Background: an optimization exercise with open tools, aiming at small area, a short achievable clock period and few clock cycles per item. Do not read the settings as production practice.
Only simulation tests tie the RTL to the original design; equivalence was not proved.

==> flow/design.v (outline; a module is shown in full before it is edited, if it fits) <==
// module rvp_div_pipe: 34 lines
// module rvp_sqrt_pipe: 24 lines
// module rvp_csa_sq2: 157 lines
// module rvp_csa_sq16: 96 lines
// module rvp_csa_mul16: 97 lines
// module rvp_csa_mul16x8: 49 lines
// module rvp_csa_sq13: 78 lines
// module rvp_csa_mst: 50 lines
// module rvp_csa_mch: 50 lines
// module radial_vignette_pixel_top: 352 lines
module radial_vignette_pixel_top
(
	input  wire logic              clk,
	input  wire logic              arst_n,
	input  wire logic              s_tvalid,
	output logic                   s_tready,
	input  wire logic [47:0]       s_tdata,
	output logic                   m_tvalid,
	input  wire logic              m_tready,
	output logic [23:0]            m_tdata,
	input  wire logic              cfg_we,
	input  wire logic [1:0]        cfg_index,
	input  wire logic [CFG_W-1:0]  cfg_data
);
  // ...
==> flow/flow/run.sh <==
#!/bin/bash
set -euo pipefail
echo "export SETUP_SLACK_MARGIN = 6" >> config.mk
bash standard.sh > standard.log 2>&1
==> flow/standard.sh <==
#!/bin/bash
# synth_recipe.tcl (not shown) runs the flow's synth.tcl, then flattens the netlist and writes it again
# the make line also repeats each setting of config.mk as NAME=value (left out here)
make -C /OpenROAD-flow-scripts/flow DESIGN_CONFIG=/design/flow/config.mk WORK_HOME=/design/flow/orfs CLKGATE_MAP_FILE= SYNTH_SCRIPT=/design/flow/synth_recipe.tcl "${@:-finish}"
==> flow/config.mk <==
export PLATFORM = sky130hd
export DESIGN_NAME = radial_vignette_pixel_top
export DESIGN_NICKNAME = radial_vignette_pixel_top
export VERILOG_FILES = /design/flow/design.v
export SDC_FILE = /design/flow/constraint.sdc
export NUM_CORES = 4
export LEC_CHECK = 0
export ABC_AREA = 1
export CAP_MARGIN = 20
export CORE_MARGIN = 2
export CORE_UTILIZATION = 40
export SLEW_MARGIN = 20
export SETUP_SLACK_MARGIN = 6
==> flow/constraint.sdc <==
create_clock -name core_clock -period 10.0 [get_ports {clk}]
set_input_delay 2.0000 -clock core_clock [delete_from_list [all_inputs] [get_ports {clk}]]
set_output_delay 2.0000 -clock core_clock [all_outputs]
set_load 0.01 [all_outputs]
==> run notes, run 1 <==
Routed Antenna Nets 0; CTS Buf Count 282; total wire length 531 mm; initial antenna violation count 14; CP startpoint d3_a[13]; FF-to-FF End g_rd[4].r_q[18]; sequential element share of the synthesized area 40.2%; first-pass GRT wire length 796 mm; DRC viols 0; Final Cell Area 187000 um^2; Crit-path slowest cell inv_1; largest family of logic cells by synthesized area adder cells; top-count cell post-synth nand2_1; Yosys warnings 21; buffering overhead 1.68%; maximum clock path buffer count 4; post-synth cell types 90; Starting DRT DRC Count 12700; max reg flops 837; Hold Path Depth 0; Post-synth top cells 3815 x nand2_1, 2323 x inv_1, 2065 x edfxtp_1, 1844 x ha_1, 1748 x a21oi_1; largest net degree at the start of global routing 205; reg2reg setup slack 6.09 ns; final-layout clock buffer total 364; status timing/DRC/antenna clean; max-slew violation count 0
Testbench counts, summed over its fixed seeds: cycles 17,536, items 16,384.
==> module radial_vignette_pixel_top, before the edit <==
module radial_vignette_pixel_top
(
	input  wire logic              clk,
	input  wire logic              arst_n,
	input  wire logic              s_tvalid,
	output logic                   s_tready,
	input  wire logic [47:0]       s_tdata,
	output logic                   m_tvalid,
	input  wire logic              m_tready,
	output logic [23:0]            m_tdata,
	input  wire logic              cfg_we,
	input  wire logic [1:0]        cfg_index,
	input  wire logic [CFG_W-1:0]  cfg_data
);
	localparam int NP = 35;    
	logic [DIM_W-1:0] width_q, height_q;
	logic [FX_W-1:0]  radius_q, strength_q;
	logic             den_pend;
	logic             tok0, tok1, tok2;
	logic [26:0]      num_c;
	logic             en;
	always_ff @(posedge clk or negedge arst_n) begin
		if (!arst_n) begin
			width_q    <= 13'd640;
			height_q   <= 13'd480;
			radius_q   <= 17'd32768;
			strength_q <= 17'd32768;
		end else if (cfg_we) begin
			unique case (cfg_index)
				2'd0: width_q    <= cfg_data[DIM_W-1:0];
				2'd1: height_q   <= cfg_data[DIM_W-1:0];
				2'd2: radius_q   <= cfg_data;
				2'd3: strength_q <= cfg_data;
				default: ;
			endcase
		end
	end
	logic [25:0] den_a, den_b;
	logic [27:0] d3_a, d3_b;
	always_ff @(posedge clk or negedge arst_n) begin
		if (!arst_n) begin
			den_pend <= 1'b0;
			den_a    <= 26'd640000;
		end else begin
			if (cfg_we && !cfg_index[1])
				den_pend <= 1'b1;
			else if (en)
				den_pend <= 1'b0;
			if (en && tok2)
				den_a <= num_c[25:0];
		end
	end
	always_ff @(posedge clk) begin
		den_b <= den_a;
		d3_a  <= 28'(den_a) + 28'({den_a, 1'b0});
		d3_b  <= d3_a;
	end
	logic [16:0] fd_a;
	logic [18:0] fd3_a;
	logic [17:0] s3_q;
	always_ff @(posedge clk) begin
		fd_a  <= 17'h10000 - radius_q;
		fd3_a <= 19'(fd_a) + 19'({fd_a, 1'b0});
		s3_q  <= 18'(strength_q[15:0]) + 18'({strength_q[15:0], 1'b0});
	end
	logic [12:0] w_eff, h_eff;
	logic [16:0] s_eff;
	logic        s_one, den_zero, r_big;
	assign w_eff    = width_q[12]  ? 13'd4096 : width_q;
	assign h_eff    = height_q[12] ? 13'd4096 : height_q;
	assign s_one    = strength_q[16];
	assign s_eff    = s_one ? 17'h10000 : strength_q;
	assign den_zero = (den_a == 26'd0);
	assign r_big    = radius_q[16];
	logic [1:0]  oc;           
	logic [23:0] ob0, ob1;     
	logic        vl;           
	logic [23:0] res_c;        
	logic        push, pop;
	logic [1:0]  oc_nx;
	assign m_tvalid = (oc != 2'd0);
	assign m_tdata  = ob0;
	logic rdy_q;
	assign s_tready = rdy_q;
	assign push  = en && vl;
	assign pop   = m_tvalid && m_tready;
	assign oc_nx = oc + {1'b0, push} - {1'b0, pop};
	always_ff @(posedge clk or negedge arst_n) begin
		if (!arst_n) begin
			oc    <= 2'd0;
			en    <= 1'b1;
			rdy_q <= 1'b1;
		end else begin
			oc    <= oc_nx;
			en    <= (oc_nx != 2'd2);
			rdy_q <= (oc_nx != 2'd2) && !(cfg_we && !cfg_index[1]) && !(en ? den_pend : (den_pend || tok0));
		end
	end
	always_ff @(posedge clk) begin
		if (pop || (push && oc == 2'd0))
			ob0 <= (oc == 2'd2) ? ob1 : res_c;
		if (push && oc == 2'd1)
			ob1 <= res_c;
	end
	logic        v   [NP];
	logic [23:0] rgb [NP];
	always_ff @(posedge clk or negedge arst_n) begin
		if (!arst_n) begin
			for (int i = 0; i < NP; i++) v[i] <= 1'b0;
			tok0 <= 1'b0;
			tok1 <= 1'b0;
			tok2 <= 1'b0;
		end else if (en) begin
			v[0] <= s_tvalid && s_tready;
			for (int i = 1; i < NP; i++) v[i] <= v[i-1];
			tok0 <= den_pend;
			tok1 <= tok0;
			tok2 <= tok1;
		end
	end
	assign vl = v[NP-1];
	always_ff @(posedge clk) begin
		if (en) begin
			rgb[0] <= s_tdata[47:24];
			for (int i = 1; i < NP; i++) rgb[i] <= rgb[i-1];
		end
	end
	logic [11:0] col0, row0;
	always_ff @(posedge clk) begin
		if (en) begin
			col0 <= s_tdata[11:0];
			row0 <= s_tdata[23:12];
		end
	end
	logic [13:0] dxa, dxb, dya, dyb;
	logic [12:0] cx, cy;
	assign cx  = tok0 ? 13'd0 : {col0, 1'b0};
	assign cy  = tok0 ? 13'd0 : {row0, 1'b0};
	assign dxa = {1'b0, cx} - {1'b0, w_eff};
	assign dxb = {1'b0, w_eff} - {1'b0, cx};
	assign dya = {1'b0, cy} - {1'b0, h_eff};
	assign dyb = {1'b0, h_eff} - {1'b0, cy};
	logic [12:0] adx1, ady1;
	always_ff @(posedge clk) begin
		if (en) begin
			adx1 <= dxa[13] ? dxb[12:0] : dxa[12:0];
			ady1 <= dya[13] ? dyb[12:0] : dya[12:0];
		end
	end
	logic [25:0] sxs_c, sxc_c, sys_c, syc_c, sxs2, sxc2, sys2, syc2;
	rvp_csa_sq13 u_sqx (.a(adx1), .s(sxs_c), .c(sxc_c));
	rvp_csa_sq13 u_sqy (.a(ady1), .s(sys_c), .c(syc_c));
	always_ff @(posedge clk) begin
		if (en) begin
			sxs2 <= sxs_c;
			sxc2 <= sxc_c;
			sys2 <= sys_c;
			syc2 <= syc_c;
		end
	end
	assign num_c = 27'(sxs2) + 27'(sxc2) + 27'(sys2) + 27'(syc2);
	logic [26:0] num3;
	always_ff @(posedge clk) begin
		if (en) num3 <= num_c;
	end
	logic sat [4:12];
	always_ff @(posedge clk) begin
		if (en) begin
			sat[4] <= ({1'b0, num3} >= {den_a, 2'b00});
			for (int i = 5; i <= 12; i++) sat[i] <= sat[i-1];
		end
	end
	for (genvar i = 1; i <= 9; i++) begin : g_rd
		logic [24:0] r_in, r_o, r_q;
		logic [1:0]  p_in, q_o, q_q;
		logic [25:0] dd;
		logic [27:0] dd3;
		if (i == 1) begin : g_f
			assign r_in = num3[26:2];
			assign p_in = num3[1:0];
		end else begin : g_n
			assign r_in = g_rd[i-1].r_q;
			assign p_in = 2'b00;
		end
		if (i <= 4) begin : g_ca
			assign dd  = den_a;
			assign dd3 = d3_a;
		end else begin : g_cb
			assign dd  = den_b;
			assign dd3 = d3_b;
		end
		rvp_div_pipe #(.RW(25), .DW(26)) u_step (
			.r(r_in), .p(p_in), .d(dd), .d3(dd3), .ro(r_o), .q(q_o)
		);
		always_ff @(posedge clk) begin
			if (en) begin
				r_q <= r_o;
				q_q <= q_o;
			end
		end
	end
	for (genvar j = 1; j <= 17; j++) begin : g_sq
		logic [j-1:0] rem_i, root_i;
		logic [j:0]   rem_c, rem_r;
		logic [j-1:0] root_c, root_r;
		logic [1:0]   pr;
		if (j == 1) begin : g_f
			assign rem_i  = '0;
			assign root_i = '0;
		end else begin : g_n
			assign rem_i  = g_sq[j-1].rem_r;
			assign root_i = {1'b0, g_sq[j-1].root_r};
		end
		if (j <= 9) begin : g_p
			assign pr = sat[3+j] ? 2'b11 : g_rd[j].q_q;
		end else begin : g_z
			assign pr = 2'b00;
		end
		rvp_sqrt_pipe #(.J(j)) u_dig (
			.rem(rem_i), .root(root_i), .pr(pr),
			.rem_o(rem_c), .root_o(root_c)
		);
		if (j < 17) begin : g_reg
			always_ff @(posedge clk) begin
				if (en) begin
					rem_r  <= rem_c;
					root_r <= root_c;
				end
			end
		end else begin : g_nreg
			assign rem_r  = rem_c;
			assign root_r = root_c;
		end
	end
	logic [15:0] rt16;
	logic        qb17;
	assign rt16 = g_sq[16].root_r;
	assign qb17 = g_sq[17].root_c[0];
	logic [17:0] dm0, dm1, dm;
	assign dm0 = {1'b0, rt16, 1'b0} - {1'b0, radius_q};
	assign dm1 = {1'b0, rt16, 1'b1} - {1'b0, radius_q};
	assign dm  = qb17 ? dm1 : dm0;
	logic [15:0] fr21;
	logic        act [21:33];
	logic        tsat[21:33];
	always_ff @(posedge clk) begin
		if (en) begin
			fr21     <= dm[15:0];
			act[21]  <= !dm[17] && (dm[16:0] != 17'd0) && !den_zero && !r_big;
			tsat[21] <= rt16[15];
			for (int i = 22; i <= 33; i++) begin
				act[i]  <= act[i-1];
				tsat[i] <= tsat[i-1];
			end
		end
	end
	for (genvar i = 1; i <= 8; i++) begin : g_fd
		logic [15:0] r_in, r_o, r_q;
		logic [1:0]  q_o;
		logic [2*i-1:0] t_q;
		logic [16:0] dd;
		logic [18:0] dd3;
		if (i == 1) begin : g_f
			assign r_in = fr21;
		end else begin : g_n
			assign r_in = g_fd[i-1].r_q;
		end
		assign dd  = fd_a;
		assign dd3 = fd3_a;
		rvp_div_pipe #(.RW(16), .DW(17)) u_step (
			.r(r_in), .p(2'b00), .d(dd), .d3(dd3), .ro(r_o), .q(q_o)
		);
		if (i == 1) begin : g_t1
			always_ff @(posedge clk) begin
				if (en) t_q <= q_o;
			end
		end else begin : g_tn
			always_ff @(posedge clk) begin
				if (en) t_q <= {g_fd[i-1].t_q, q_o};
			end
		end
		if (i < 8) begin : g_r
			always_ff @(posedge clk) begin
				if (en) r_q <= r_o;
			end
		end else begin : g_nr
			assign r_q = r_o;
		end
	end
	logic [15:0] tt;
	assign tt = g_fd[8].t_q;
	logic [31:0] t2s_c, t2c_c, t2s30, t2c30;
	rvp_csa_sq16 u_sq16 (.a(tt), .s(t2s_c), .c(t2c_c));
	always_ff @(posedge clk) begin
		if (en) begin
			t2s30 <= t2s_c;
			t2c30 <= t2c_c;
		end
	end
	logic [31:0] t2sum;
	assign t2sum = t2s30 + t2c30;
	logic [15:0] t2_31;
	always_ff @(posedge clk) begin
		if (en) t2_31 <= t2sum[31:16];
	end
	logic [31:0] sts_c, stc_c, sts32, stc32;
	logic [15:0] t2_32;
	rvp_csa_mst u_mst (.t(t2_31), .s1(strength_q[15:0]), .s3(s3_q), .s(sts_c), .c(stc_c));
	always_ff @(posedge clk) begin
		if (en) begin
			sts32 <= sts_c;
			stc32 <= stc_c;
			t2_32 <= t2_31;
		end
	end
	logic [31:0] stsum;
	logic [16:0] st;
	assign stsum = sts32 + stc32;
	always_comb begin
		if (tsat[32])      st = s_eff;
		else if (s_one)    st = {1'b0, t2_32};
		else               st = {1'b0, stsum[31:16]};
	end
	logic [16:0] ff33;
	logic [9:0]  c3_33 [3];
	always_ff @(posedge clk) begin
		if (en) begin
			ff33 <= act[32] ? (17'h10000 - st) : 17'h10000;
			for (int ch = 0; ch < 3; ch++)
				c3_33[ch] <= 10'(rgb[32][8*ch+7 -: 8]) + 10'({rgb[32][8*ch+7 -: 8], 1'b0});
		end
	end
	logic [23:0] ps_c [3], pc_c [3], ps34 [3], pc34 [3];
	logic        f16_34;
	for (genvar ch = 0; ch < 3; ch++) begin : g_ch
		rvp_csa_mch u_m (.f(ff33[15:0]), .c1(rgb[33][8*ch+7:8*ch]), .c3(c3_33[ch]), .s(ps_c[ch]), .c(pc_c[ch]));
		always_ff @(posedge clk) begin
			if (en) begin
				ps34[ch] <= ps_c[ch];
				pc34[ch] <= pc_c[ch];
			end
		end
	end
	always_ff @(posedge clk) begin
		if (en) f16_34 <= ff33[16];
	end
	logic [23:0] pr_c, pg_c, pb_c;
	assign pr_c = ps34[0] + pc34[0];
	assign pg_c = ps34[1] + pc34[1];
	assign pb_c = ps34[2] + pc34[2];
	assign res_c = f16_34 ? rgb[NP-1] : {pb_c[23:16], pg_c[23:16], pr_c[23:16]};
endmodule
==> run 2: changes to the inputs <==
--- a/flow/design.v
+++ b/flow/design.v
@@ -683,7 +683,7 @@
 	input  wire logic [1:0]        cfg_index,
 	input  wire logic [CFG_W-1:0]  cfg_data
 );
-	localparam int NP = 35;    
+	localparam int NP = 32;    
 	logic [DIM_W-1:0] width_q, height_q;
 	logic [FX_W-1:0]  radius_q, strength_q;
 	logic             den_pend;
@@ -870,7 +870,7 @@
 			end
 		end
 	end
-	for (genvar j = 1; j <= 17; j++) begin : g_sq
+	for (genvar j = 1; j <= 9; j++) begin : g_sq
 		logic [j-1:0] rem_i, root_i;
 		logic [j:0]   rem_c, rem_r;
 		logic [j-1:0] root_c, root_r;
@@ -882,44 +882,67 @@
 			assign rem_i  = g_sq[j-1].rem_r;
 			assign root_i = {1'b0, g_sq[j-1].root_r};
 		end
-		if (j <= 9) begin : g_p
-			assign pr = sat[3+j] ? 2'b11 : g_rd[j].q_q;
-		end else begin : g_z
-			assign pr = 2'b00;
-		end
+		assign pr = sat[3+j] ? 2'b11 : g_rd[j].q_q;
 		rvp_sqrt_pipe #(.J(j)) u_dig (
 			.rem(rem_i), .root(root_i), .pr(pr),
 			.rem_o(rem_c), .root_o(root_c)
 		);
-		if (j < 17) begin : g_reg
-			always_ff @(posedge clk) begin
-				if (en) begin
-					rem_r  <= rem_c;
-					root_r <= root_c;
+		always_ff @(posedge clk) begin
+			if (en) begin
+				rem_r  <= rem_c;
+				root_r <= root_c;
+			end
+		end
+	end
+	for (genvar m = 1; m <= 4; m++) begin : g_s4
+		localparam int RB = 7 + 2 * m;       
+		logic [RB-1:0] rt_i;
+		logic [RB:0]   rm_i;
+		logic [RB+2:0] rm_r;
+		logic [RB+1:0] rt_r;
+		logic [RB+5:0] x, t1, t2, t3;
+		if (m == 1) begin : g_f
+			assign rt_i = g_sq[9].root_r;
+			assign rm_i = g_sq[9].rem_r;
+		end else begin : g_n
+			assign rt_i = g_s4[m-1].rt_r;
+			assign rm_i = g_s4[m-1].rm_r;
+		end
+		assign x  = {1'b0, rm_i, 4'b0000};
+		assign t1 = x - ((RB+6)'(rt_i) << 3) - (RB+6)'(1);
+		assign t2 = x - ((RB+6)'(rt_i) << 4) - (RB+6)'(4);
+		assign t3 = x - ((RB+6)'(rt_i) << 4) - ((RB+6)'(rt_i) << 3) - (RB+6)'(9);
+		always_ff @(posedge clk) begin
+			if (en) begin
+				if (!t3[RB+5]) begin
+					rm_r <= t3[RB+2:0];
+					rt_r <= {rt_i, 2'd3};
+				end else if (!t2[RB+5]) begin
+					rm_r <= t2[RB+2:0];
+					rt_r <= {rt_i, 2'd2};
+				end else if (!t1[RB+5]) begin
+					rm_r <= t1[RB+2:0];
+					rt_r <= {rt_i, 2'd1};
+				end else begin
+					rm_r <= x[RB+2:0];
+					rt_r <= {rt_i, 2'd0};
 				end
 			end
-		end else begin : g_nreg
-			assign rem_r  = rem_c;
-			assign root_r = root_c;
 		end
 	end
-	logic [15:0] rt16;
-	logic        qb17;
-	assign rt16 = g_sq[16].root_r;
-	assign qb17 = g_sq[17].root_c[0];
-	logic [17:0] dm0, dm1, dm;
-	assign dm0 = {1'b0, rt16, 1'b0} - {1'b0, radius_q};
-	assign dm1 = {1'b0, rt16, 1'b1} - {1'b0, radius_q};
-	assign dm  = qb17 ? dm1 : dm0;
+	logic [16:0] dd;
+	assign dd = g_s4[4].rt_r;
+	logic [17:0] dm;
+	assign dm = {1'b0, dd} - {1'b0, radius_q};
 	logic [15:0] fr21;
-	logic        act [21:33];
-	logic        tsat[21:33];
+	logic        act [18:30];
+	logic        tsat[18:30];
 	always_ff @(posedge clk) begin
 		if (en) begin
 			fr21     <= dm[15:0];
-			act[21]  <= !dm[17] && (dm[16:0] != 17'd0) && !den_zero && !r_big;
-			tsat[21] <= rt16[15];
-			for (int i = 22; i <= 33; i++) begin
+			act[18]  <= !dm[17] && (dm[16:0] != 17'd0) && !den_zero && !r_big;
+			tsat[18] <= dd[16];
+			for (int i = 19; i <= 30; i++) begin
 				act[i]  <= act[i-1];
 				tsat[i] <= tsat[i-1];
 			end
@@ -988,7 +1011,7 @@
 	logic [16:0] st;
 	assign stsum = sts32 + stc32;
 	always_comb begin
-		if (tsat[32])      st = s_eff;
+		if (tsat[29])      st = s_eff;
 		else if (s_one)    st = {1'b0, t2_32};
 		else               st = {1'b0, stsum[31:16]};
 	end
@@ -996,15 +1019,15 @@
 	logic [9:0]  c3_33 [3];
 	always_ff @(posedge clk) begin
 		if (en) begin
-			ff33 <= act[32] ? (17'h10000 - st) : 17'h10000;
+			ff33 <= act[29] ? (17'h10000 - st) : 17'h10000;
 			for (int ch = 0; ch < 3; ch++)
-				c3_33[ch] <= 10'(rgb[32][8*ch+7 -: 8]) + 10'({rgb[32][8*ch+7 -: 8], 1'b0});
+				c3_33[ch] <= 10'(rgb[29][8*ch+7 -: 8]) + 10'({rgb[29][8*ch+7 -: 8], 1'b0});
 		end
 	end
 	logic [23:0] ps_c [3], pc_c [3], ps34 [3], pc34 [3];
 	logic        f16_34;
 	for (genvar ch = 0; ch < 3; ch++) begin : g_ch
-		rvp_csa_mch u_m (.f(ff33[15:0]), .c1(rgb[33][8*ch+7:8*ch]), .c3(c3_33[ch]), .s(ps_c[ch]), .c(pc_c[ch]));
+		rvp_csa_mch u_m (.f(ff33[15:0]), .c1(rgb[30][8*ch+7:8*ch]), .c3(c3_33[ch]), .s(ps_c[ch]), .c(pc_c[ch]));
 		always_ff @(posedge clk) begin
 			if (en) begin
 				ps34[ch] <= ps_c[ch];
==> flow/run.sh (new file) <==
#!/bin/bash
# synth_recipe.tcl (not shown) runs the flow's synth.tcl, then flattens the netlist and writes it again
# the make line also repeats each setting of config.mk as NAME=value (left out here)
make -C /OpenROAD-flow-scripts/flow DESIGN_CONFIG=/design/flow/config.mk WORK_HOME=/design/flow/orfs CLKGATE_MAP_FILE= SYNTH_SCRIPT=/design/flow/synth_recipe.tcl finish
--- a/flow/config.mk
+++ b/flow/config.mk
@@ -10,4 +10,3 @@
 export CORE_MARGIN = 2
 export CORE_UTILIZATION = 40
 export SLEW_MARGIN = 20
-export SETUP_SLACK_MARGIN = 6
removed: flow/flow/run.sh
removed: flow/standard.sh
==> run notes, run 2 <==
gr usage total 24.2%; die height 648 um; status timing/DRC/antenna clean; Setup Buffers After CTS 0; total wire length 520 mm (-2.0%); Post-synth top cells 3854 x nand2_1, 2412 x inv_1, 1919 x ha_1, 1903 x edfxtp_1, 1767 x a21oi_1; min cycle time layout 4.49 ns; post-synth cell types 79 (-12%); WL/cell 21.1 um; H-tree levels 5; Starting DRT DRC Count 12800 (+1.1%); number of synthesized flops with an enable pin 1903; async set-reset flop share out of synthesis 5.82%; vias per cell 5.49; hold_buf cts 0; grt ovf 0; largest registers rgb (765), g_rd.r_q (200), g_fd.r_q (112); Final period util 44.9%; Final Hold Vio Count 0; IO Count 98; most frequent cells in the layout 3853 x nand2_1, 2405 x inv_1, 1917 x ha_1, 1903 x edfxtp_1, 1766 x a21oi_1; Worst EP arrival 5.13 ns; Worst EP required 10.64 ns; max_slew headroom 19.8%; max-slew violation count 0 (unchanged); Die W 648 um; die area 420000 um^2; Post-DP HPWL 390 mm; TritonCTS clock tree yes; synthesized area per cell 8.79 um^2; Synth Flop Type edfxtp_1; post-synthesis cell count 18900; maximum clock path buffer count 4 (unchanged); max reg flops 765 (-8.6%); Initial Utilization 40.2%; clk root buf clkbuf_16; Setup Viol. Count Final 0; sequential element share of the synthesized area 38.0% (-2.2 points); Worst-path clk slew 0.06 ns; RSZ-0062 raised after global routing no; largest net degree at the start of global routing 184 (-10%); first-pass GRT wire length 782 mm (-1.8%); CTS Sinks 2164; Synth area leader edfxtp_1; most common cell after layout, fill and taps aside nand2_1; CTS resizes 0; cell area after synthesis 166000 um^2; Max Cap Viol 0; gpl congestion 0.988; critical path launch point type flip-flop; Worst setup EP type flip-flop; layout cell share with drive strength beyond 1 4.36%; clk_skew 0.0493 ns; Routed Antenna Nets 0 (unchanged); DR pass1 iterations 9; setup TNS 0 ns; CTS Buf Count 269 (-4.6%); number of global-route vias before repair 130000; Post-Syn Nets 21300; Port Buffers 97; DRC viols 0 (unchanged); top cell type's share of synthesized area 34.5%; Synth area leaders edfxtp_1 34%, ha_1 14%, nand2_1 8.7%; top-count cell post-synth nand2_1; Yosys warnings 21 (unchanged); via count 136000; worst hold path class flip-flop to flip-flop; crit path kind flip-flop to flip-flop; Worst-Margin Slew 1.20 ns; row cnt 236; initial antenna violation count 21 (+7); Worst-Skew Late Latency 0.95 ns; fin nets 21400; Top reg by flops rgb; WHS 0.343 ns; Layout area overhead 9.94%; #FFs+latches synth 2164; Fmax 223 MHz; peak fanout along the critical path 25; total core area 413000 um^2
run 2: cells by family after synthesis:
kind of cell	share of synthesized area [%]
AND/OR/NAND/NOR	15.9
buffers and inverters	6.60
flip-flops	38.0
AO/OA/AOI/OAI	14.7
XOR/XNOR	5.03
adder cells (fa/ha/maj)	19.7
multiplexers	0.0611
run 2: stage by stage:
step | cell area (um^2) | utilization, % | cells | setup slack [ns]
after floorplan | 166000 | - | 18900 | -2.88
after global placement | 173000 | 42.0 | 24200 | 5.55
after detailed placement | 173000 | 42.0 | 24200 | 5.50
after CTS | 182000 | 44.1 | 24700 | 5.40
after global routing | 182000 | 44.1 | 24700 | 5.07
final | 182000 | 44.1 | 24700 | 5.51
run 2: routing by layer:
metal / GRT usage, % / vias up / routed length [um]
met5: 0 / - / 0
met4: 10.4 / 0 / 26000
met3: 3.11 / 1131 / 35500
met2: 39.0 / 4746 / 232000
met1: 32.6 / 64100 / 226000
li1: - / 65600 / -
run 2: worst paths after layout:
kind / startpoint / end / slack, ns / cells after the start
max in group asynchronous: arst_n / strength_q[2] / 7.45 / 2
worst max register to register: g_s4[2].rt_r[4] / g_s4[3].rm_r[14] / 5.51 / 20
worst max-delay path: g_s4[2].rt_r[4] / g_s4[3].rm_r[14] / 5.51 / 20
min in group asynchronous: arst_n / width_q[10] / 1.19 / 1
worst min register to register: d3_a[21] / d3_b[21] / 0.34 / 0
worst min-delay path: d3_a[21] / d3_b[21] / 0.34 / 0
run 2: final cells by class:
| type | count | area (um^2) |
|---|---|---|
| Inverter | 2459 | 9230 |
| Clock buffer | 335 | 7140 |
| Multi-Input combinational cell | 13800 | 91900 |
| Antenna cell | 10 | 25.0 |
| Clock inverter | 153 | 1810 |
| Timing Repair Buffer | 259 | 2260 |
| Tap cell | 5474 | 6850 |
| Fill cell | 40300 | 231000 |
| Sequential cell | 2164 | 63000 |
run 2: worst max-delay path: stages, from the launching register on:
cell      delay (ns)
edfxtp_1        0.42
inv_1           0.09
ha_1            0.35
a21oi_1         0.26
o211ai_2        0.20
xnor2_1         0.37
ha_1            0.19
inv_1           0.04
ha_1            0.34
nand2_1         0.08
o21ai_0         0.28
nand2_1         0.09
nand4_1         0.14
nand3_1         0.09
nand2_1         0.07
nand2_1         0.06
a31o_2          0.20
nand2_1         0.54
inv_1           0.25
nand2_1         0.13
nand2_1         0.06
Testbench counts of run 2, summed over its fixed seeds: cycles 17,440, items 16,384.
==> run 3: changes to the inputs <==
==> flow/flow/run.sh (new file) <==
#!/bin/bash
set -euo pipefail
echo "export SETUP_SLACK_MARGIN = 6" >> config.mk
bash standard.sh > standard.log 2>&1
==> flow/standard.sh (new file) <==
#!/bin/bash
# synth_recipe.tcl (not shown) runs the flow's synth.tcl, then flattens the netlist and writes it again
# the make line also repeats each setting of config.mk as NAME=value (left out here)
make -C /OpenROAD-flow-scripts/flow DESIGN_CONFIG=/design/flow/config.mk WORK_HOME=/design/flow/orfs CLKGATE_MAP_FILE= SYNTH_SCRIPT=/design/flow/synth_recipe.tcl "${@:-finish}"
--- a/flow/config.mk
+++ b/flow/config.mk
@@ -10,3 +10,4 @@
 export CORE_MARGIN = 2
 export CORE_UTILIZATION = 40
 export SLEW_MARGIN = 20
+export SETUP_SLACK_MARGIN = 6
removed: flow/run.sh
==> run notes, run 3 <==
status timing/DRC/antenna clean; CP Cell Sequence inv_1 > buf_4 > ha_1 > nand2_1 > o21ai_0 > a21oi_1 > or2_2 > nand3_1 > clkinvlp_4 > nand3_1 > nand2_1; CTS Sinks 2164 (unchanged); Top reg by flops rgb; largest net degree at the start of global routing 184 (unchanged); CTS Buf Count 269 (unchanged); Setup Viol. Count Final 0 (unchanged); Synth area leader edfxtp_1; post-synthesis cell count 18900 (unchanged); Hold Path Depth 0 (unchanged); Final Hold Vio Count 0 (unchanged); CP startpoint fd_a[8]; Multi-input gate area 92400 um^2 (+0.54%); Routed Antenna Nets 0 (unchanged); max_slew headroom 25.6% (+5.8 points); peak fanout along the critical path 16 (-36%); Starting DRT DRC Count 12800 (+0.38%); die area 420000 um^2 (unchanged); grt ovf 0 (unchanged); Worst-Skew Late Latency 0.95 ns (about the same); Worst-path clk slew 0.06 ns (about the same); most common cell after layout, fill and taps aside nand2_1; Layout area overhead 11.0%; first-pass GRT wire length 783 mm (+0.17%); Reg-to-Reg Start fd_a[8]; initial antenna violation count 21 (unchanged); Setup WS pre-CTS 5.50 ns (unchanged); Final period util 39.5% (-5.4 points); synthesized area per cell 8.79 um^2 (unchanged); sequential cell area 63000 um^2 (about the same); cell area after synthesis 166000 um^2 (unchanged); max-slew violation count 0 (unchanged); Fmax 253 MHz (+14%); Post-Place Cell Area 173000 um^2 (unchanged); IO Count 98 (unchanged); Worst EP arrival 4.55 ns (-0.58 ns); CP peak stage delay 0.53 ns (about the same); top cell type's share of synthesized area 34.5% (unchanged); number of synthesized flops with an enable pin 1903 (unchanged); Post-Syn Nets 21300 (unchanged); FF-to-FF path depth 11 (-45%); gr usage total 24.2% (+0.040 points); layout cell share with drive strength beyond 1 5.57% (+1.2 points); critical path launch point type flip-flop; H-tree levels 5 (unchanged); #FFs+latches synth 2164 (unchanged); gpl congestion 0.988 (unchanged); utilization after layout 44.6% (+0.41 points); Post-synth top cells 3854 x nand2_1, 2412 x inv_1, 1919 x ha_1, 1903 x edfxtp_1, 1767 x a21oi_1; largest registers rgb (765), g_rd.r_q (200), g_fd.r_q (112); clk_skew 0.0485 ns (-0.000752 ns); via count 136000 (+0.48%); Worst-Margin Slew 1.10 ns (-0.0973 ns); worst hold path class flip-flop to flip-flop; Die W 648 um (unchanged); min-delay src d3_a[21]; DRC viols 0 (unchanged); fin nets 21500 (+0.57%); sequential element share of the synthesized area 38.0% (unchanged); DR pass1 iterations 9 (unchanged); most frequent cells in the layout 3833 x nand2_1, 2376 x inv_1, 1903 x edfxtp_1, 1899 x ha_1, 1759 x a21oi_1; maximum clock path buffer count 4 (unchanged); Synth Flop Type edfxtp_1; crit path kind flip-flop to flip-flop; Max Cap Viol 0 (unchanged); max reg flops 765 (unchanged); top-count cell post-synth nand2_1; total wire length 523 mm (+0.54%); WL/cell 21.1 um (about the same); TritonCTS clock tree yes; row cnt 236 (unchanged); Setup WS post-layout 6.05 ns (+0.539 ns); Initial Utilization 40.2% (unchanged); post-synth cell types 79 (unchanged); Crit-path slowest cell inv_1; Port Buffers 97 (unchanged); WHS 0.340 ns (-0.00289 ns); Synth area leaders edfxtp_1 34%, ha_1 14%, nand2_1 8.7%; die height 648 um (unchanged); clk root buf clkbuf_16; Post-DP HPWL 390 mm (unchanged); vias per cell 5.49 (about the same); Worst EP required 10.60 ns (-0.04 ns); Worst setup EP type flip-flop; number of global-route vias before repair 130000 (+0.060%); total core area 413000 um^2 (unchanged); RSZ-0062 raised after global routing yes; async set-reset flop share out of synthesis 5.82% (unchanged); Yosys warnings 21 (unchanged); Final Cell Area 184000 um^2 (+0.93%); # fillers 40200 (-0.24%); min cycle time layout 3.95 ns (-0.539 ns)
[run 3: cell counts after synthesis]
No cell type changed its count.
[run 3: worst paths after layout]
kind	endpoint	slack, ns
max in group asynchronous	strength_q[13]	7.40
hold reg to reg	d3_b[21]	0.34
min in group asynchronous	width_q[10]	1.19
setup reg to reg	g_fd[1].t_q[0]	6.05
setup / recovery	g_fd[1].t_q[0]	6.05
hold / removal	d3_b[21]	0.34
[run 3: cell families (layout without fill, tap and decap cells)]
logic type               count (synthesis)  in the layout  synth area share, %
AO/OA/AOI/OAI                         4163           4163                 14.7
other                                    0              7                    0
buffers and inverters                 2857           3327                 6.60
AND/OR/NAND/NOR                       6358           6360                 15.9
XOR/XNOR                               945            945                 5.03
flip-flops                            2164           2164                 38.0
adder cells (fa/ha/maj)               2353           2353                 19.7
multiplexers                            10             10               0.0611
[run 3: stage by stage]
step           cells  setup TNS [ns]
2_1_floorplan  18900        -4015.56
3_3_place_gp   24200               0
3_5_place_dp   24200               0
4_1_cts        24700               0
5_1_grt        24800               0
6_report       24800               0
[run 3: repair_timing]
item                                    4_1_cts  5_1_grt
setup buffers                                23       94
cloned                                        2        4
endpoints found under the setup margin      156      368
hold buffers                                  0        0
pin swaps                                     2       10
gates resized for setup                      34      132
[run 3: area by class of cell]
cell class                 count  area share [%]
multi-input combinational  13800            50.2
antenna                        7         0.00952
tap                         5474            3.72
inverter                    2459            5.10
clock buffer                 335            3.88
timing repair inverter         4          0.0163
sequential                  2164            34.3
timing repair buffer         376            1.79
clock inverter               153           0.982
[run 3: metal layers]
metal | up-vias | GRT usage (%) | share of wire (%)
met5 | - | 0 | 0
met4 | 0 | 10.4 | 4.9
met3 | 1113 | 3.09 | 6.8
met2 | 4747 | 39.0 | 45
met1 | 64500 | 32.7 | 43
li1 | 65900 | - | -
[run 3: worst max-delay path: cells and delay by family, from the launching register on]
kind | cells | cell delay, ns
and+or+nand+nor | 5 | 1.33
buffers and inverters | 3 | 1.41
adders and majority gates | 1 | 0.29
DFF | 1 | 0.32
AOI/OAI and AO/OA | 2 | 0.27
==> run 4: changes to the inputs <==
==> flow/flow/run.sh (replaced) <==
#!/bin/bash
set -euo pipefail
echo "export SETUP_SLACK_MARGIN = 6.5" >> config.mk
bash standard.sh > standard.log 2>&1
--- a/flow/config.mk
+++ b/flow/config.mk
@@ -10,4 +10,4 @@
 export CORE_MARGIN = 2
 export CORE_UTILIZATION = 40
 export SLEW_MARGIN = 20
-export SETUP_SLACK_MARGIN = 6
+export SETUP_SLACK_MARGIN = 6.5
==> run notes, run 4 <==
status timing/DRC/antenna clean; max-slew violation count 0 (unchanged); Worst EP required 8.00 ns (-2.60 ns); Initial Utilization 40.2% (unchanged); clk_skew 0.0495 ns (+0.000993 ns); cell area after synthesis 166000 um^2 (unchanged); sequential element share of the synthesized area 38.0% (unchanged); synthesized area per cell 8.79 um^2 (unchanged); Final period util 37.2% (-2.3 points); number of global-route vias before repair 132000 (+1.8%); largest family of logic cells by synthesized area adder cells; top cell type's share of synthesized area 34.5% (unchanged); first-pass GRT wire length 797 mm (+1.7%); initial antenna violation count 26 (+24%); Worst EP arrival 1.72 ns (-2.83 ns); CP Cell Sequence buf_12 > buf_6; Simple-Gate Fraction of Synth Area 15.9% (unchanged); top-count cell post-synth nand2_1; peak fanout along the critical path 2 (-14); row cnt 236 (unchanged); Yosys warnings 21 (unchanged); TritonCTS clock tree yes; most frequent cells in the layout 3734 x nand2_1, 2256 x inv_1, 1903 x edfxtp_1, 1827 x ha_1, 1716 x a21oi_1; CP startpoint rdy_q; CP peak stage delay 0.54 ns (about the same); reg2reg setup slack 6.29 ns (+0.24 ns); largest net degree at the start of global routing 184 (unchanged); DR pass1 iterations 8 (-1); #FFs+latches synth 2164 (unchanged); Post-synth top cells 3854 x nand2_1, 2412 x inv_1, 1919 x ha_1, 1903 x edfxtp_1, 1767 x a21oi_1; Synth area leader edfxtp_1; post-synthesis compound-gate area fraction 14.7% (unchanged); WHS 0.342 ns (+0.00151 ns); grt ovf 0 (unchanged); sequential cell area 63100 um^2 (about the same); min-delay src d3_a[21]; Worst Hold Path EP d3_b[21]; WL/cell 21.3 um (+0.91%); Setup Viol. Count Final 0 (unchanged); post-synthesis mux area share 0.0611% (unchanged); Post-Syn Nets 21300 (unchanged); die area 420000 um^2 (unchanged); CTS Buf Count 269 (unchanged); Worst-Skew Late Latency 0.95 ns (about the same); FF-to-FF path depth 14 (+3); utilization after layout 46.2% (+1.6 points); clk root buf clkbuf_16; Worst-path clk slew 0.06 ns (about the same); Synth area leaders edfxtp_1 34%, ha_1 14%, nand2_1 8.7%; FF-to-FF End t2s30[24]; IO Count 98 (unchanged); Hold Path Depth 0 (unchanged); Die W 648 um (unchanged); async set-reset flop share out of synthesis 5.82% (unchanged); Final Cell Area 191000 um^2 (+3.6%); Fmax 269 MHz (+6.2%); setup TNS 0 ns (unchanged); total wire length 536 mm (+2.5%); hold_buf cts 0 (unchanged); worst hold path class flip-flop to flip-flop; post-synthesis cell count 18900 (unchanged); Reg-to-Reg Start g_fd[8].t_q[9]; Post-DP HPWL 390 mm (unchanged); Routed Antenna Nets 0 (unchanged); max reg flops 765 (unchanged); Post-Place Cell Area 173000 um^2 (unchanged); Layout area overhead 15.0%; total core area 413000 um^2 (unchanged); CTS Sinks 2164 (unchanged); layout cell share with drive strength beyond 1 10.2% (+4.6 points); Max Cap Viol 0 (unchanged); H-tree levels 5 (unchanged); crit path kind flip-flop to primary output; most common cell after layout, fill and taps aside nand2_1; Worst setup EP type primary output; Multi-input gate area 95100 um^2 (+3.0%); fin nets 21900 (+1.8%); number of synthesized flops with an enable pin 1903 (unchanged); Crit-path slowest cell dfstp_2; Synth Area in XOR/XNOR 5.03% (unchanged); Top reg by flops rgb; Post-Synth Adder-Cell Area 19.7% (unchanged); Synth Flop Type edfxtp_1; gpl congestion 0.988 (unchanged); post-synth cell types 79 (unchanged); # fillers 39500 (-1.7%); DRC viols 0 (unchanged); maximum clock path buffer count 4 (unchanged); RSZ-0062 raised after global routing yes; via count 139000 (+2.0%); vias per cell 5.52 (+0.43%); Starting DRT DRC Count 12900 (+0.62%); gr usage total 24.6% (+0.42 points); Port Buffers 97 (unchanged); largest registers rgb (765), g_rd.r_q (200), g_fd.r_q (112); Worst-Margin Slew 1.10 ns (-0.00559 ns); max_slew headroom 26.0% (+0.38 points); critical path launch point type flip-flop; min cycle time layout 3.72 ns (-0.231 ns); Final Hold Vio Count 0 (unchanged); die height 648 um (unchanged)
-- run 4: metal layers --
metal | global-route usage [%] | part of all wire, %
met1 | 32.8 | 43
met2 | 39.9 | 45
met3 | 3.46 | 6.9
met4 | 10.8 | 5.2
met5 | 0 | 0.013
-- run 4: worst max-delay path, delay by kind of cell, from the launching register on --
kind | cells | cell delay [ns]
flops | 1 | 0.54
buf+inv | 2 | 0.25
-- run 4: worst max-delay path by stage --
| stage | endpoint |
|---|---|
| floorplan | rdy_q |
| global placement | g_s4[3].rm_r[14] |
| detailed placement | g_fd[7].r_q[14] |
| CTS | s_tready |
| global route | g_s4[1].rm_r[4] |
| finish | s_tready |
-- run 4: cells by family after synthesis --
kind of cell | Yosys count
AO/OA/AOI/OAI | 4163
flip-flops | 2164
multiplexers | 10
adder cells (fa/ha/maj) | 2353
AND/OR/NAND/NOR | 6358
buffers and inverters | 2857
XOR/XNOR | 945
-- run 4: area by class of cell --
class                           count  share of cell area, %
Multi-Input combinational cell  13800                   49.9
Clock inverter                    153                  0.948
Clock buffer                      335                   3.75
Timing Repair inverter              5                 0.0197
Sequential cell                  2164                   33.1
Antenna cell                        7                0.00919
Inverter                         2459                   5.00
Tap cell                         5474                   3.59
Timing Repair Buffer              766                   3.68
-- run 4: per-stage QoR --
stage / cells / setup slack, ns
after floorplan: 18900 / -2.88
after global placement: 24200 / 5.55
after detailed placement: 24200 / 5.50
after CTS: 25000 / 6.21
after global routing: 25200 / 6.14
final: 25200 / 6.28
-- run 4: repair_timing --
item                                   4_1_cts  5_1_grt
buffers inserted                           303      196
gates resized for setup                    621      491
gates cloned                                13        9
endpoints found under the hold margin        0        0
setup endpoints to repair                 1240      737
pin swaps                                  179      213
==> run 5: changes to the inputs <==
--- a/flow/config.mk
+++ b/flow/config.mk
@@ -8,6 +8,6 @@
 export ABC_AREA = 1
 export CAP_MARGIN = 20
 export CORE_MARGIN = 2
-export CORE_UTILIZATION = 40
+export CORE_UTILIZATION = 55
 export SLEW_MARGIN = 20
 export SETUP_SLACK_MARGIN = 6.5
==> run notes, run 5 <==
post-synthesis cell count 18900 (unchanged); sequential element share of the synthesized area 38.0% (unchanged); layout cell share with drive strength beyond 1 9.96% (-0.19 points); top cell type's share of synthesized area 34.5% (unchanged); peak fanout along the critical path 8 (+6); Synth area leaders edfxtp_1 34%, ha_1 14%, nand2_1 8.7%; number of global-route vias before repair 132000 (+0.036%); min-delay src d3_a[21]; Synth Flop Type edfxtp_1; Yosys warnings 21 (unchanged); Post-synth top cells 3854 x nand2_1, 2412 x inv_1, 1919 x ha_1, 1903 x edfxtp_1, 1767 x a21oi_1; DRC viols 0 (unchanged); cell area after synthesis 166000 um^2 (unchanged); TritonCTS clock tree yes; crit path kind flip-flop to flip-flop; RSZ-0062 raised after global routing yes; Setup Viol. Count Final 0 (unchanged); FF-to-FF path depth 12 (-2); Port Buffers 97 (unchanged); H-tree levels 4 (-1); maximum clock path buffer count 4 (unchanged); critical path launch point type flip-flop; Worst-path clk slew 0.06 ns (about the same); Die W 553 um (-15%); worst hold path class flip-flop to flip-flop; total core area 300000 um^2 (-27%); reg2reg setup slack 6.30 ns (about the same); max reg flops 765 (unchanged); WHS 0.347 ns (+0.00516 ns); first-pass GRT wire length 779 mm (-2.3%); Final Hold Vio Count 0 (unchanged); Post-Place Cell Area 171000 um^2 (-1.1%); Synth area leader edfxtp_1; async set-reset flop share out of synthesis 5.82% (unchanged); initial antenna violation count 23 (-12%); Top reg by flops rgb; DR pass1 iterations 7 (-1); Worst-Margin Slew 1.06 ns (-0.0403 ns); min cycle time layout 3.70 ns (-0.0133 ns); max-slew violation count 0 (unchanged); Final period util 37.0% (-0.13 points); CTS Buf Count 243 (-9.7%); # fillers 25900 (-34%); Starting DRT DRC Count 12500 (-3.4%); clk_skew 0.0945 ns (+0.0450 ns); row cnt 201 (-15%); total wire length 523 mm (-2.5%); vias per cell 5.88 (+6.5%); WL/cell 22.1 um (+4.0%); CTS Sinks 2164 (unchanged); Fmax 270 MHz (+0.36%); most frequent cells in the layout 3757 x nand2_1, 2251 x inv_1, 1903 x edfxtp_1, 1814 x ha_1, 1716 x a21oi_1; max_slew headroom 28.9% (+3.0 points); fin nets 21900 (-0.21%); utilization after layout 62.5% (+16 points); Worst EP required 10.63 ns (+2.63 ns); Reg-to-Reg Start g_fd[8].t_q[7]; most common cell after layout, fill and taps aside nand2_1; gpl congestion 1.01 (+1.8%); Final Cell Area 188000 um^2 (-1.6%); synthesized area per cell 8.79 um^2 (unchanged); Worst setup EP type flip-flop; status timing/DRC/antenna clean; Post-DP HPWL 384 mm (-1.6%); die area 306000 um^2 (-27%); Worst EP arrival 4.34 ns (+2.62 ns); grt ovf 0 (unchanged); IO Count 98 (unchanged); Worst-Skew Late Latency 0.98 ns (+0.03 ns); Post-Syn Nets 21300 (unchanged); Routed Antenna Nets 0 (unchanged); die height 553 um (-15%); clk root buf clkbuf_16; largest net degree at the start of global routing 168 (-8.7%); Initial Utilization 55.3% (+15 points); gr usage total 32.9% (+8.2 points); Max Cap Viol 0 (unchanged); Hold Path Depth 0 (unchanged); top-count cell post-synth nand2_1; via count 139000 (-0.11%); largest registers rgb (765), g_rd.r_q (200), g_fd.r_q (112); #FFs+latches synth 2164 (unchanged); Layout area overhead 13.1%; Inst Count DP 22700 (-6.3%); Worst Hold Path EP d3_b[21]; number of synthesized flops with an enable pin 1903 (unchanged); post-synth cell types 79 (unchanged); FF-to-FF End t2s30[21]; Final Non-Filler Cells 23600 (-6.2%)
## run 5: what timing repair did
action | CTS | global route
pin swaps | 144 | 209
endpoints found under the setup margin | 737 | 573
buffers inserted | 290 | 203
hold buffers | 0 | 0
gates resized for setup | 546 | 502
cloned | 9 | 15
## run 5: cells by family (layout without fill, tap and decap cells)
group | count (synthesis) | in the layout | synth area share [%]
and+or+nand+nor | 6358 | 6365 | 15.9
AOI/OAI and AO/OA | 4163 | 4163 | 14.7
buffers and inverters | 2857 | 3662 | 6.60
adders and majority gates | 2353 | 2353 | 19.7
DFF | 2164 | 2164 | 38.0
xor gates and xnor gates | 945 | 945 | 5.03
muxes | 10 | 10 | 0.0611
other | 0 | 6 | 0
## run 5: worst max-delay path by stage
| stage | cells after the start | to | start | slack (ns) |
|---|---|---|---|---|
| global placement | 11 | rdy_q | m_tready | 5.61 |
| detailed placement | 11 | rdy_q | m_tready | 5.60 |
| finish | 12 | t2s30[21] | g_fd[8].t_q[7] | 6.30 |
| global route | 21 | g_s4[3].rm_r[11] | g_s4[2].rt_r[1] | 6.13 |
| CTS | 1 | s_tready | rdy_q | 6.21 |
| floorplan | 10 | rdy_q | en | -2.88 |
## run 5: critical path: stages (launching register included)
cell and delay (ns):
edfxtp_1 0.54, buf_4 0.21, buf_6 0.11, nand2_2 0.06, inv_2 0.04, fa_1 0.49
inv_1 0.05, fa_2 0.53, inv_2 0.04, ha_4 0.15, fa_2 0.43, fa_2 0.60
ha_4 0.19
## run 5: per-stage QoR
step	setup TNS [ns]	setup slack [ns]
3_3_place_gp	0	5.61
4_1_cts	0	6.21
5_1_grt	0	6.13
2_1_floorplan	-4015.56	-2.88
6_report	0	6.30
3_5_place_dp	0	5.60
## run 5: metal layers
metal / global-route usage (%) / wire (um) / vias up / share of wire [%]
li1: - / - / 66500 / -
met1: 44.0 / 220000 / 65700 / 42
met2: 52.7 / 235000 / 5319 / 45
met3: 4.31 / 37400 / 1257 / 7.2
met4: 16.0 / 29600 / 6 / 5.7
met5: 0 / 36 / - / 0.0069
## run 5: cell type report
| type | count | area (um^2) | area share [%] |
|---|---|---|---|
| Clock buffer | 301 | 6490 | 3.46 |
| Timing Repair Buffer | 745 | 6710 | 3.58 |
| Clock inverter | 150 | 1660 | 0.886 |
| Tap cell | 3958 | 4950 | 2.64 |
| Antenna cell | 6 | 15.0 | 0.00801 |
| Sequential cell | 2164 | 63100 | 33.6 |
| Inverter | 2459 | 9540 | 5.09 |
| Multi-Input combinational cell | 13800 | 95000 | 50.7 |
| Timing Repair inverter | 7 | 50.0 | 0.0267 |
==> run 6: changes to the inputs <==
==> flow/flow/run.sh (replaced) <==
#!/bin/bash
set -euo pipefail
echo "export SETUP_SLACK_MARGIN = 7" >> config.mk
bash standard.sh > standard.log 2>&1
--- a/flow/config.mk
+++ b/flow/config.mk
@@ -8,6 +8,6 @@
 export ABC_AREA = 1
 export CAP_MARGIN = 20
 export CORE_MARGIN = 2
-export CORE_UTILIZATION = 55
+export CORE_UTILIZATION = 40
 export SLEW_MARGIN = 20
-export SETUP_SLACK_MARGIN = 6.5
+export SETUP_SLACK_MARGIN = 7
==> run notes, run 6 <==
status timing/DRC/antenna clean; most frequent cells in the layout 3551 x nand2_1, 2052 x inv_1, 1903 x edfxtp_1, 1520 x a21oi_1, 1487 x ha_1; Setup Viol. Count Final 0 (unchanged); min cycle time layout 3.76 ns (+0.0574 ns); die height 648 um (+17%); sequential element share of the synthesized area 38.0% (unchanged); Die W 648 um (+17%); max-slew violation count 0 (unchanged); Worst EP arrival 4.46 ns (+0.12 ns); top cell family by delay on the critical path adder cells; total wire length 575 mm (+10%); Layout area overhead 25.4%; vias per cell 5.59 (-4.9%); async set-reset flop share out of synthesis 5.82% (unchanged); number of synthesized flops with an enable pin 1903 (unchanged); cell area after synthesis 166000 um^2 (unchanged); Final Hold Vio Count 0 (unchanged); Yosys warnings 21 (unchanged); layout cell share with drive strength beyond 1 20.4% (+10 points); Synth Flop Type edfxtp_1; Synth area leaders edfxtp_1 34%, ha_1 14%, nand2_1 8.7%; CP Cell Sequence buf_6 > buf_6 > buf_6 > nand2_4 > inv_2 > fa_1 > inv_2 > fa_1 > inv_2 > fa_2 > fa_1 > ha_4 > ha_4; top-count cell post-synth nand2_1; synthesized area per cell 8.79 um^2 (unchanged); Post-Syn Nets 21300 (unchanged); initial antenna violation count 30 (+30%); clk_skew 0.0497 ns (-0.0448 ns); gpl congestion 0.988 (-1.8%); #FFs+latches synth 2164 (unchanged); gr usage total 25.9% (-6.9 points); post-synth cell types 79 (unchanged); hold_buf cts 0 (unchanged); utilization after layout 50.3% (-12 points); row cnt 236 (+17%); crit path kind flip-flop to flip-flop; grt ovf 0 (unchanged); Post-synth top cells 3854 x nand2_1, 2412 x inv_1, 1919 x ha_1, 1903 x edfxtp_1, 1767 x a21oi_1; DRC viols 0 (unchanged); max reg flops 765 (unchanged); first-pass GRT wire length 836 mm (+7.4%); WL/cell 22.2 um (+0.24%); Initial Utilization 40.2% (-15 points); Routed Antenna Nets 0 (unchanged); buffers and inverters on the worst path 6 (+1); CTS Sinks 2164 (unchanged); Worst-path clk slew 0.06 ns (about the same); DR pass1 iterations 7 (unchanged); Final period util 37.6% (+0.57 points); Worst-Margin Slew 1.12 ns (+0.0656 ns); critical path launch point type flip-flop; max_slew headroom 25.1% (-3.9 points); top cell type's share of synthesized area 34.5% (unchanged); IO Count 98 (unchanged); Top reg by flops rgb; worst hold path class flip-flop to flip-flop; number of global-route vias before repair 138000 (+4.1%); sequential cell area 63100 um^2 (about the same); TritonCTS clock tree yes; die area 420000 um^2 (+37%); total core area 413000 um^2 (+38%); via count 145000 (+4.4%); CTS Buf Count 269 (+11%); Multi-input gate area 104000 um^2 (+9.1%); most common cell after layout, fill and taps aside nand2_1; CP peak stage delay 0.54 ns (-0.06 ns); fin nets 22700 (+3.6%); peak fanout along the critical path 4 (-4); Worst setup EP type flip-flop; Worst EP required 10.70 ns (+0.07 ns); clk root buf clkbuf_16; Post-DP HPWL 390 mm (+1.6%); Crit-path slowest cell fa_1; post-synthesis cell count 18900 (unchanged); Port Buffers 97 (unchanged); RSZ-0062 raised after global routing yes; H-tree levels 5 (+1); largest net degree at the start of global routing 169 (+0.60%); Worst-Skew Late Latency 0.95 ns (-0.03 ns); Starting DRT DRC Count 14300 (+14%); Max Cap Viol 0 (unchanged); Synth area leader edfxtp_1; largest registers rgb (765), g_rd.r_q (200), g_fd.r_q (112); Fmax 266 MHz (-1.5%); # fillers 37700 (+45%); maximum clock path buffer count 4 (unchanged)
-- run 6: metal layers --
layer | global-route usage (%) | wire length (um) | vias up
met1 | 34.1 | 238000 | 69100
met2 | 41.7 | 257000 | 6018
met4 | 13.0 | 35900 | 12
li1 | - | - | 68300
met5 | 0 | 92 | -
met3 | 3.77 | 43300 | 1632
-- run 6: path summary, 6_finish.rpt --
kind / startpoint / to / slack [ns] / cells after the start
worst max-delay path: g_fd[8].t_q[5] / t2s30[15] / 6.24 / 13
min in group asynchronous: arst_n / width_q[10] / 1.20 / 1
worst max register to register: g_fd[8].t_q[5] / t2s30[15] / 6.24 / 13
worst min register to register: d3_a[21] / d3_b[21] / 0.35 / 0
max in group asynchronous: arst_n / strength_q[9] / 7.35 / 2
worst min-delay path: d3_a[21] / d3_b[21] / 0.35 / 0
-- run 6: repair_timing --
action                                  4_1_cts  5_1_grt
cloned                                       65       29
pin swaps                                   622      563
setup buffers                               757      409
endpoints found under the setup margin     1875      932
gates resized for setup                    1983     1486
-- run 6: metrics by stage --
| stage | cell area, um^2 | setup TNS [ns] | std cells | hold WS (ns) | worst slack [ns] |
|---|---|---|---|---|---|
| after floorplan | 166000 | -4015.56 | 18900 | 0.331 | -2.88 |
| after global placement | 173000 | 0 | 24200 | 0.338 | 5.55 |
| after detailed placement | 173000 | 0 | 24200 | 0.337 | 5.50 |
| after CTS | 197000 | 0 | 25500 | 0.350 | 6.21 |
| after global routing | 208000 | 0 | 25900 | 0.357 | 6.10 |
| final | 208000 | 0 | 25900 | 0.346 | 6.24 |
-- run 6: layout make-up --
type / instances / area share (%)
Multi-Input combinational cell: 13900 / 49.9
Sequential cell: 2164 / 30.4
Clock inverter: 153 / 0.870
Antenna cell: 3 / 0.00361
Timing Repair inverter: 17 / 0.0729
Inverter: 2459 / 4.73
Timing Repair Buffer: 1471 / 7.30
Clock buffer: 335 / 3.44
Tap cell: 5474 / 3.30
-- run 6: cells by family after synthesis --
| family | after synthesis | synth area share [%] |
|---|---|---|
| fa+ha+maj | 2353 | 19.7 |
| buf+inv | 2857 | 6.60 |
| xor+xnor | 945 | 5.03 |
| flops | 2164 | 38.0 |
| simple gates | 6358 | 15.9 |
| mux | 10 | 0.0611 |
| compound gates | 4163 | 14.7 |
==> run 7: changes to the inputs <==
--- a/flow/design.v
+++ b/flow/design.v
@@ -683,11 +683,11 @@
 	input  wire logic [1:0]        cfg_index,
 	input  wire logic [CFG_W-1:0]  cfg_data
 );
-	localparam int NP = 32;    
+	localparam int NP = 31;    
 	logic [DIM_W-1:0] width_q, height_q;
 	logic [FX_W-1:0]  radius_q, strength_q;
 	logic             den_pend;
-	logic             tok0, tok1, tok2;
+	logic             tok0, tok1;
 	logic [26:0]      num_c;
 	logic             en;
 	always_ff @(posedge clk or negedge arst_n) begin
@@ -717,7 +717,7 @@
 				den_pend <= 1'b1;
 			else if (en)
 				den_pend <= 1'b0;
-			if (en && tok2)
+			if (en && tok1)
 				den_a <= num_c[25:0];
 		end
 	end
@@ -780,13 +780,11 @@
 			for (int i = 0; i < NP; i++) v[i] <= 1'b0;
 			tok0 <= 1'b0;
 			tok1 <= 1'b0;
-			tok2 <= 1'b0;
 		end else if (en) begin
 			v[0] <= s_tvalid && s_tready;
 			for (int i = 1; i < NP; i++) v[i] <= v[i-1];
 			tok0 <= den_pend;
 			tok1 <= tok0;
-			tok2 <= tok1;
 		end
 	end
 	assign vl = v[NP-1];
@@ -796,17 +794,10 @@
 			for (int i = 1; i < NP; i++) rgb[i] <= rgb[i-1];
 		end
 	end
-	logic [11:0] col0, row0;
-	always_ff @(posedge clk) begin
-		if (en) begin
-			col0 <= s_tdata[11:0];
-			row0 <= s_tdata[23:12];
-		end
-	end
 	logic [13:0] dxa, dxb, dya, dyb;
 	logic [12:0] cx, cy;
-	assign cx  = tok0 ? 13'd0 : {col0, 1'b0};
-	assign cy  = tok0 ? 13'd0 : {row0, 1'b0};
+	assign cx  = den_pend ? 13'd0 : {s_tdata[11:0], 1'b0};
+	assign cy  = den_pend ? 13'd0 : {s_tdata[23:12], 1'b0};
 	assign dxa = {1'b0, cx} - {1'b0, w_eff};
 	assign dxb = {1'b0, w_eff} - {1'b0, cx};
 	assign dya = {1'b0, cy} - {1'b0, h_eff};
@@ -1021,13 +1012,13 @@
 		if (en) begin
 			ff33 <= act[29] ? (17'h10000 - st) : 17'h10000;
 			for (int ch = 0; ch < 3; ch++)
-				c3_33[ch] <= 10'(rgb[29][8*ch+7 -: 8]) + 10'({rgb[29][8*ch+7 -: 8], 1'b0});
+				c3_33[ch] <= 10'(rgb[28][8*ch+7 -: 8]) + 10'({rgb[28][8*ch+7 -: 8], 1'b0});
 		end
 	end
 	logic [23:0] ps_c [3], pc_c [3], ps34 [3], pc34 [3];
 	logic        f16_34;
 	for (genvar ch = 0; ch < 3; ch++) begin : g_ch
-		rvp_csa_mch u_m (.f(ff33[15:0]), .c1(rgb[30][8*ch+7:8*ch]), .c3(c3_33[ch]), .s(ps_c[ch]), .c(pc_c[ch]));
+		rvp_csa_mch u_m (.f(ff33[15:0]), .c1(rgb[29][8*ch+7:8*ch]), .c3(c3_33[ch]), .s(ps_c[ch]), .c(pc_c[ch]));
 		always_ff @(posedge clk) begin
 			if (en) begin
 				ps34[ch] <= ps_c[ch];
==> flow/flow/run.sh (replaced) <==
#!/bin/bash
set -euo pipefail
echo "export SETUP_SLACK_MARGIN = 6.5" >> config.mk
bash standard.sh > standard.log 2>&1
--- a/flow/config.mk
+++ b/flow/config.mk
@@ -8,6 +8,6 @@
 export ABC_AREA = 1
 export CAP_MARGIN = 20
 export CORE_MARGIN = 2
-export CORE_UTILIZATION = 40
+export CORE_UTILIZATION = 55
 export SLEW_MARGIN = 20
-export SETUP_SLACK_MARGIN = 7
+export SETUP_SLACK_MARGIN = 6.5
==> run notes, run 7 <==
utilization after layout 62.9% (+13 points); clk_skew 0.105 ns (+0.0548 ns); row cnt 200 (-15%); max-slew violation count 0 (unchanged); Yosys warnings 21 (unchanged); cell area after synthesis 164000 um^2 (-0.93%); CTS Buf Count 240 (-11%); Initial Utilization 55.3% (+15 points); WL/cell 21.6 um (-2.5%); top-count cell post-synth nand2_1; Port Buffers 97 (unchanged); fin nets 21800 (-3.9%); RSZ-0062 raised after global routing yes; vias per cell 5.80 (+3.8%); TritonCTS clock tree yes; total core area 297000 um^2 (-28%); Post-synth top cells 3807 x nand2_1, 2389 x inv_1, 1919 x ha_1, 1855 x edfxtp_1, 1770 x a21oi_1; sequential element share of the synthesized area 37.5% (-0.55 points); peak fanout along the critical path 5 (+1); maximum clock path buffer count 4 (unchanged); Fmax 269 MHz (+1.3%); IO Count 98 (unchanged); total wire length 508 mm (-12%); post-synthesis cell count 18700 (-0.73%); most frequent cells in the layout 3687 x nand2_1, 2223 x inv_1, 1855 x edfxtp_1, 1808 x ha_1, 1718 x a21oi_1; hold_buf cts 0 (unchanged); Worst setup EP type flip-flop; critical path launch point type flip-flop; Post-DP HPWL 374 mm (-4.2%); buffers and inverters on the worst path 7 (+1); grt ovf 0 (unchanged); status timing/DRC/antenna clean; Top reg by flops rgb; Routed Antenna Nets 0 (unchanged); max reg flops 741 (-3.1%); first-pass GRT wire length 761 mm (-9.0%); Starting DRT DRC Count 12200 (-14%); die area 303000 um^2 (-28%); CTS Sinks 2114 (-2.3%); Worst-Margin Slew 1.03 ns (-0.0919 ns); Synth area leaders edfxtp_1 34%, ha_1 15%, nand2_1 8.7%; Worst-path clk slew 0.06 ns (about the same); number of synthesized flops with an enable pin 1855 (-2.5%); #FFs+latches synth 2114 (-2.3%); Worst-Skew Late Latency 0.97 ns (+0.02 ns); min cycle time layout 3.71 ns (-0.0475 ns); Critical Path Most Common Cell inv_2; post-synth cell types 91 (+15%); CP Cell Sequence buf_12 > buf_6 > nand2_2 > inv_2 > fa_1 > inv_1 > fa_1 > fa_1 > inv_2 > ha_4 > inv_2 > fa_2 > inv_2 > ha_4; worst hold path class flip-flop to flip-flop; Layout area overhead 13.7%; Die W 550 um (-15%); Worst EP arrival 4.40 ns (-0.06 ns); Crit-path slowest cell fa_1; Final period util 37.1% (-0.48 points); top cell family by delay on the critical path adder cells; synthesized area per cell 8.78 um^2 (-0.20%); number of global-route vias before repair 131000 (-5.2%); Final Hold Vio Count 0 (unchanged); Synth Flop Type edfxtp_1; crit path kind flip-flop to flip-flop; max_slew headroom 31.0% (+6.0 points); Max Cap Viol 0 (unchanged); DRC viols 0 (unchanged); setup TNS 0 ns (unchanged); Setup Viol. Count Final 0 (unchanged); Post-Syn Nets 21100 (-0.65%); H-tree levels 4 (-1); initial antenna violation count 18 (-40%); most common cell after layout, fill and taps aside nand2_1; largest net degree at the start of global routing 174 (+3.0%); Synth area leader edfxtp_1; layout cell share with drive strength beyond 1 10.7% (-9.7 points); Worst EP required 10.69 ns (about the same); top cell type's share of synthesized area 33.9% (-0.55 points); largest registers rgb (741), g_rd.r_q (200), g_fd.r_q (112); die height 550 um (-15%); clk root buf clkbuf_16; gpl congestion 0.983 (-0.45%); gr usage total 32.5% (+6.6 points); DR pass1 iterations 9 (+2); via count 136000 (-5.9%); CP peak stage delay 0.52 ns (-0.02 ns); async set-reset flop share out of synthesis 5.87% (+0.043 points)
[run 7: changes by cell type after synthesis, moves of 10 or more]
cell and change:
a31oi_1 -24, o21ai_1 +10, o21ai_0 +17, a21o_1 -25, inv_1 -23, nand2_1 -47
nand3_1 -22, nor2_1 -20, o211ai_1 +24, o22ai_1 -19, xor2_1 +26, or2_2 -13
edfxtp_1 -48
[run 7: cells by family (layout without fill, tap and decap cells)]
kind of cell	after synthesis	count (layout)	share of synthesized area (%)
AND/OR/NAND/NOR	6269	6278	15.9
XOR/XNOR	976	976	5.27
adder cells (fa/ha/maj)	2353	2353	19.9
multiplexers	8	8	0.0495
buffers and inverters	2840	3684	6.65
flip-flops	2114	2114	37.5
other	0	12	0
AO/OA/AOI/OAI	4152	4152	14.8
[run 7: metrics by stage]
| stage | cell area (um^2) | instances | worst slack [ns] | hold WS (ns) |
|---|---|---|---|---|
| after floorplan | 164000 | 18700 | -2.57 | 0.331 |
| after global placement | 170000 | 22500 | 4.75 | 0.333 |
| after detailed placement | 170000 | 22500 | 4.76 | 0.336 |
| after CTS | 183000 | 23300 | 6.21 | 0.317 |
| after global routing | 187000 | 23500 | 6.17 | 0.336 |
| final | 187000 | 23500 | 6.29 | 0.331 |
[run 7: worst paths after layout]
kind	start	endpoint	slack, ns	depth (start not counted)
setup / recovery	g_fd[8].t_q[10]	t2s30[24]	6.29	14
hold / removal	d3_a[13]	d3_b[13]	0.33	0
setup reg to reg	g_fd[8].t_q[10]	t2s30[24]	6.29	14
hold reg to reg	d3_a[13]	d3_b[13]	0.33	0
max in group asynchronous	arst_n	height_q[12]	7.37	2
min in group asynchronous	arst_n	oc[1]	1.13	1
[run 7: routing by layer]
layer	global-route usage, %	vias to the layer above	wire length, um
met2	53.0	4703	233000
met1	42.7	64400	213000
li1	-	66200	-
met5	0	-	36
met3	4.61	1215	34300
met4	15.7	6	28400
[run 7: layout make-up]
type	count	area, um^2
diodes	12	30.0
clock buffers	288	6410
clock inverters	165	1940
fillers	25500	110000
inverters	2443	9480
multi-input cells	13800	95300
flip-flops and latches	2114	61600
well taps	3939	4930
repair buffers	786	7090
repair inverters	2	15.0
[run 7: what timing repair did]
action,in CTS,in global routing
cloned,10,7
buffers inserted,291,239
pin swaps,177,227
endpoints found under the setup margin,699,589
resized for setup,613,520
Testbench counts of run 7, summed over its fixed seeds: cycles 17,408, items 16,384.

==> afterwards: timing with drivers on the ports <==
In the flow no input, the clock included, has a driving cell. The finished layouts below were timed again as built, in two steps.
Step 1 (the two cells are an assumption about what drives the block):
set clk [get_ports {clk}]
set_driving_cell -lib_cell sky130_fd_sc_hd__clkbuf_16 $clk
set_driving_cell -lib_cell sky130_fd_sc_hd__buf_2 [delete_from_list [all_inputs] $clk]
Step 2 adds t to the input delays and takes it off the output delays; t is the mean of the earliest and latest rising clock arrival at the registers after step 1. Input paths then give back, and output paths get back, about the clock's delay inside the block.
Three values: ideal ports, drivers, drivers and shift; two values: the first two.
run | shift t [ns] | slack for setup (ns) | worst data-port slew with drivers (ns)
run 1 | 1.028 | 6.090 / 5.997 / 5.934 | 0.15
run 2 | 1.030 | 5.513 / 5.438 / 5.513 | 0.14
run 3 | 1.033 | 6.053 / 5.995 / 5.795 | 0.14
run 4 | 1.036 | 6.284 / 6.170 / 5.792 | 0.14
run 5 | 1.040 | 6.297 / 6.197 / 5.758 | 0.22
run 6 | 1.039 | 6.240 / 6.161 / 6.095 | 0.14
run 7 | 1.028 | 6.288 / 6.179 / 5.631 | 0.15
After both steps every run listed still meets setup and hold. For run 7, which loses most, drivers alone change the setup slack by -0.109 ns; drivers and shift together by -0.657 ns.
